Context: an optimization exercise on an open-source flow, tuned for small area, a short achievable clock period and few clock cycles per item. The choices shown serve that exercise and are no tape-out recipe.
RTL that was checked went through simulation tests only; none was proved equivalent to the original.

## R
==> module hsl_to_rgb_converter_unit, before the edit <==
module hsl_to_rgb_converter_unit
(
  input  logic             clk_i,
  input  logic             rst_ni,
  input  logic             in_valid_i,
  output logic             in_ready_o,
  input  logic [hsl2rgb_pkg::HueW-1:0]  hue_degrees_i,
  input  logic [hsl2rgb_pkg::PctW-1:0]  saturation_pct_i,
  input  logic [hsl2rgb_pkg::PctW-1:0]  lightness_pct_i,
  output logic             out_valid_o,
  input  logic             out_ready_i,
  output logic [hsl2rgb_pkg::ChanW-1:0] red_o,
  output logic [hsl2rgb_pkg::ChanW-1:0] green_o,
  output logic [hsl2rgb_pkg::ChanW-1:0] blue_o
);
  localparam bit CutA = 1'b1;
  localparam bit CutB = 1'b1;
  localparam bit CutC = 1'b1;
  localparam bit CutD = 1'b1;
  localparam bit [3:0] Cut = {CutD, CutC, CutB, CutA};
  logic [4:0] vin;    
  logic [4:0] en;     
  assign vin[0] = in_valid_i;
  assign en[4]  = out_ready_i;
  logic [3:0] v;      
  for (genvar i = 0; i < 4; i++) begin : g_valid
    if (Cut[i]) begin : g_reg
      logic v_q;
      always_ff @(posedge clk_i or negedge rst_ni) begin
        if (!rst_ni) begin
          v_q <= 1'b0;
        end else if (en[i]) begin
          v_q <= vin[i];
        end
      end
      assign vin[i+1] = v_q;
      assign v[i]     = v_q;
    end else begin : g_wire
      assign vin[i+1] = vin[i];
      assign v[i]     = 1'b0;
    end
    assign en[i] = out_ready_i || !(&(v[3:i] | ~Cut[3:i]));
  end
  assign in_ready_o  = en[0];
  assign out_valid_o = vin[4];
  logic [2:0] sec;     
  logic [5:0] w;       
  logic [6:0] s, l, m;
  logic [4:0] a;       
  logic       neg;     
  logic [6:0] g;
  logic [3:0] k, gm;
  assign g = hue_degrees_i[8:2];
  always_comb begin
    k = 4'd0;
    for (int i = 1; i <= 8; i++) begin
      if (g >= 7'(15 * i)) k = 4'(i);
    end
  end
  assign gm  = 4'(g - 7'(k * 4'd15));
  assign w   = {gm, hue_degrees_i[1:0]};
  assign sec = (k >= 4'd6) ? 3'(k - 4'd6) : 3'(k);
  assign a   = 5'((w >= 6'd30) ? w - 6'd30 : 6'd30 - w);
  assign neg = (w < 6'd30) ^ sec[0];
  assign s = (saturation_pct_i > hsl2rgb_pkg::PctMax) ? hsl2rgb_pkg::PctMax : saturation_pct_i;
  assign l = (lightness_pct_i  > hsl2rgb_pkg::PctMax) ? hsl2rgb_pkg::PctMax : lightness_pct_i;
  assign m = (l < hsl2rgb_pkg::PctHalf) ? l : hsl2rgb_pkg::PctMax - l;
  logic [5:0] ma;
  logic [6:0] sa, la;
  logic [4:0] aa;
  logic       nega;
  logic [2:0] seca;
  hsl2rgb_pipe #(.W(29), .EN(CutA)) u_cut_a (
    .clk_i, .en_i(en[0]),
    .d_i({m[5:0], s, l, a, neg, sec}),
    .q_o({ma, sa, la, aa, nega, seca})
  );
  logic [12:0] c;
  logic [13:0] q;
  assign c = 13'(ma * sa);
  assign q = 14'(la * 7'd100) + 14'(c);
  logic [12:0] cb;
  logic [13:0] qb;
  logic [6:0]  lb;
  logic [4:0]  ab;
  logic        negb;
  logic [2:0]  secb;
  hsl2rgb_pipe #(.W(43), .EN(CutB)) u_cut_b (
    .clk_i, .en_i(en[1]),
    .d_i({c, q, la, aa, nega, seca}),
    .q_o({cb, qb, lb, ab, negb, secb})
  );
  logic [18:0] cx, r;
  assign cx = 19'(cb) ^ {19{negb}};
  assign r  = (19'(lb) << 12) - (19'(lb) << 10) - (19'(lb) << 6) - (19'(lb) << 3)
            + 19'(cx * ab) + (negb ? 19'(ab) : 19'd0);
  logic [17:0] yq;
  hsl2rgb_plat u_plat (.q_i(qb), .yq_o(yq));
  logic [18:0] rc;
  logic [17:0] yqc;
  logic [6:0]  lc;
  logic [2:0]  secc;
  hsl2rgb_pipe #(.W(47), .EN(CutC)) u_cut_c (
    .clk_i, .en_i(en[2]),
    .d_i({r, yq, lb, secb}),
    .q_o({rc, yqc, lc, secc})
  );
  logic [7:0]  lq, lp, lr;
  logic [18:0] lv;
  assign lq = yqc[17:10];
  hsl2rgb_chan u_ramp (.r_i(rc), .lvl_o(lr));
  hsl2rgb_frac u_frac (.l_i(lc), .v_o(lv));
  hsl2rgb_low  u_low  (.yq_i(yqc), .v_i(lv), .lp_o(lp));
  logic [7:0] lqd, lpd, lrd;
  logic [2:0] secd;
  hsl2rgb_pipe #(.W(27), .EN(CutD)) u_cut_d (
    .clk_i, .en_i(en[3]),
    .d_i({lq, lp, lr, secc}),
    .q_o({lqd, lpd, lrd, secd})
  );
  always_comb begin
    case (secd)
      3'd0:    begin red_o = lqd; green_o = lrd; blue_o = lpd; end
      3'd1:    begin red_o = lrd; green_o = lqd; blue_o = lpd; end
      3'd2:    begin red_o = lpd; green_o = lqd; blue_o = lrd; end
      3'd3:    begin red_o = lpd; green_o = lrd; blue_o = lqd; end
      3'd4:    begin red_o = lrd; green_o = lpd; blue_o = lqd; end
      default: begin red_o = lqd; green_o = lpd; blue_o = lrd; end
    endcase
  end
endmodule
make LEC_CHECK=0 ABC_CLOCK_PERIOD_IN_PS=4500 CAP_MARGIN=20 CORE_MARGIN=2 CORE_UTILIZATION=40 SETUP_SLACK_MARGIN=4.6 SLEW_MARGIN=20 finish   # period 9.5 ns
run.sh (not shown) runs the stock make flow with config.mk's settings and CLKGATE_MAP_FILE= SYNTH_SCRIPT=/design/flow/synth_recipe.tcl, a recipe that flattens the netlist after the stock synthesis.
R finished every stage and its layout cleared the timing, DRC and antenna checks.
Testbench counts of R, summed over its fixed seeds: cycles 12,032, items 12,000.
--- input diff R..S ---
==> flow/design.v, changed modules only <==
module hsl_to_rgb_converter_unit
(
  input  logic             clk_i,
  input  logic             rst_ni,
  input  logic             in_valid_i,
  output logic             in_ready_o,
  input  logic [hsl2rgb_pkg::HueW-1:0]  hue_degrees_i,
  input  logic [hsl2rgb_pkg::PctW-1:0]  saturation_pct_i,
  input  logic [hsl2rgb_pkg::PctW-1:0]  lightness_pct_i,
  output logic             out_valid_o,
  input  logic             out_ready_i,
  output logic [hsl2rgb_pkg::ChanW-1:0] red_o,
  output logic [hsl2rgb_pkg::ChanW-1:0] green_o,
  output logic [hsl2rgb_pkg::ChanW-1:0] blue_o
);
  localparam bit CutA = 1'b1;
  localparam bit CutB = 1'b1;
  localparam bit CutC = 1'b1;
  localparam bit CutD = 1'b1;
  localparam bit [3:0] Cut = {CutD, CutC, CutB, CutA};
  logic [4:0] vin;    
  logic [4:0] en;     
  assign vin[0] = in_valid_i;
  assign en[4]  = out_ready_i;
  logic [3:0] v;      
  for (genvar i = 0; i < 4; i++) begin : g_valid
    if (Cut[i]) begin : g_reg
      logic v_q;
      always_ff @(posedge clk_i or negedge rst_ni) begin
        if (!rst_ni) begin
          v_q <= 1'b0;
        end else if (en[i]) begin
          v_q <= vin[i];
        end
      end
      assign vin[i+1] = v_q;
      assign v[i]     = v_q;
    end else begin : g_wire
      assign vin[i+1] = vin[i];
      assign v[i]     = 1'b0;
    end
    assign en[i] = out_ready_i || !(&(v[3:i] | ~Cut[3:i]));
  end
  assign in_ready_o  = en[0];
  assign out_valid_o = vin[4];
  logic [2:0] sec;     
  logic [5:0] w;       
  logic [6:0] s, l, m;
  logic [6:0] g;
  logic [3:0] k, gm;
  assign g = hue_degrees_i[8:2];
  always_comb begin
    k = 4'd0;
    for (int i = 1; i <= 8; i++) begin
      if (g >= 7'(15 * i)) k = 4'(i);
    end
  end
  assign gm  = 4'(g - 7'(k * 4'd15));
  assign w   = {gm, hue_degrees_i[1:0]};
  assign sec = (k >= 4'd6) ? 3'(k - 4'd6) : 3'(k);
  assign s = (saturation_pct_i > hsl2rgb_pkg::PctMax) ? hsl2rgb_pkg::PctMax : saturation_pct_i;
  assign l = (lightness_pct_i  > hsl2rgb_pkg::PctMax) ? hsl2rgb_pkg::PctMax : lightness_pct_i;
  assign m = (l < hsl2rgb_pkg::PctHalf) ? l : hsl2rgb_pkg::PctMax - l;
  logic [5:0] ma, wa;
  logic [6:0] sa, la;
  logic [2:0] seca;
  hsl2rgb_pipe #(.W(29), .EN(CutA)) u_cut_a (
    .clk_i, .en_i(en[0]),
    .d_i({m[5:0], s, l, w, sec}),
    .q_o({ma, sa, la, wa, seca})
  );
  logic [12:0] c;
  logic [13:0] q;
  logic [4:0]  a;       
  logic        neg;     
  logic [18:0] l3;      
  assign c = 13'(ma * sa);
  assign q = 14'(la * 7'd100) + 14'(c);
  assign a   = 5'((wa >= 6'd30) ? wa - 6'd30 : 6'd30 - wa);
  assign neg = (wa < 6'd30) ^ seca[0];
  assign l3  = (19'(la) << 12) - (19'(la) << 10) - (19'(la) << 6) - (19'(la) << 3)
             + (neg ? 19'(a) : 19'd0);
  logic [12:0] cb;
  logic [13:0] qb;
  logic [6:0]  lb;
  logic [4:0]  ab;
  logic        negb;
  logic [2:0]  secb;
  logic [18:0] l3b;
  hsl2rgb_pipe #(.W(62), .EN(CutB)) u_cut_b (
    .clk_i, .en_i(en[1]),
    .d_i({c, q, la, a, neg, seca, l3}),
    .q_o({cb, qb, lb, ab, negb, secb, l3b})
  );
  logic [18:0] cx, r;
  assign cx = 19'(cb) ^ {19{negb}};
  assign r  = l3b + 19'(cx * ab);
  logic [17:0] yq;
  hsl2rgb_plat u_plat (.q_i(qb), .yq_o(yq));
  logic [18:0] rc;
  logic [17:0] yqc;
  logic [6:0]  lc;
  logic [2:0]  secc;
  hsl2rgb_pipe #(.W(47), .EN(CutC)) u_cut_c (
    .clk_i, .en_i(en[2]),
    .d_i({r, yq, lb, secb}),
    .q_o({rc, yqc, lc, secc})
  );
  logic [7:0]  lq, lp, lr;
  logic [18:0] lv;
  assign lq = yqc[17:10];
  hsl2rgb_chan u_ramp (.r_i(rc), .lvl_o(lr));
  hsl2rgb_frac u_frac (.l_i(lc), .v_o(lv));
  hsl2rgb_low  u_low  (.yq_i(yqc), .v_i(lv), .lp_o(lp));
  logic [7:0] lqd, lpd, lrd;
  logic [2:0] secd;
  hsl2rgb_pipe #(.W(27), .EN(CutD)) u_cut_d (
    .clk_i, .en_i(en[3]),
    .d_i({lq, lp, lr, secc}),
    .q_o({lqd, lpd, lrd, secd})
  );
  always_comb begin
    case (secd)
      3'd0:    begin red_o = lqd; green_o = lrd; blue_o = lpd; end
      3'd1:    begin red_o = lrd; green_o = lqd; blue_o = lpd; end
      3'd2:    begin red_o = lpd; green_o = lqd; blue_o = lrd; end
      3'd3:    begin red_o = lpd; green_o = lrd; blue_o = lqd; end
      3'd4:    begin red_o = lrd; green_o = lpd; blue_o = lqd; end
      default: begin red_o = lqd; green_o = lpd; blue_o = lrd; end
    endcase
  end
endmodule
[summary]
The run showing the smaller number of clock sinks is R.
Per the comparison of S with R, cell count went up by 4.2%.
On non-clock buffer instance count of the final layout: between S and R, it ends up lower for S.
In the final reports, the cell area of S is larger than that of R.
In S, instance area at placement is higher than in R.
The RTL of S was laid out without a check of its function.

[afterwards: timing with drivers on the ports]
The results above use ideal ports. As a check the final layouts listed here were re-extracted and re-timed, cells and wires unchanged.
Step 1, drivers: a clkbuf_16 drives clk_i and a buf_2 each remaining input, both assumed.
Step 2 also shifts input and output timing later by t, the mid clock arrival at the registers, as if the neighbouring blocks saw the same clock.
Slacks: no drivers / after step 1 / after step 2; pairs: no drivers / after step 1.
run | t, ns | setup slack, ns | clock arrival spread, ns | worst data-port slew with drivers (ns)
R | 0.490 | 4.447 / 4.447 / 4.447 | 0.011 / 0.012 | 0.05
S | 0.512 | 4.680 / 4.675 / 4.424 | 0.011 / 0.012 | 0.04
After both steps every run listed still meets setup and hold. For S, which loses most, drivers alone change the setup slack by -0.005 ns; drivers and shift together by -0.256 ns.
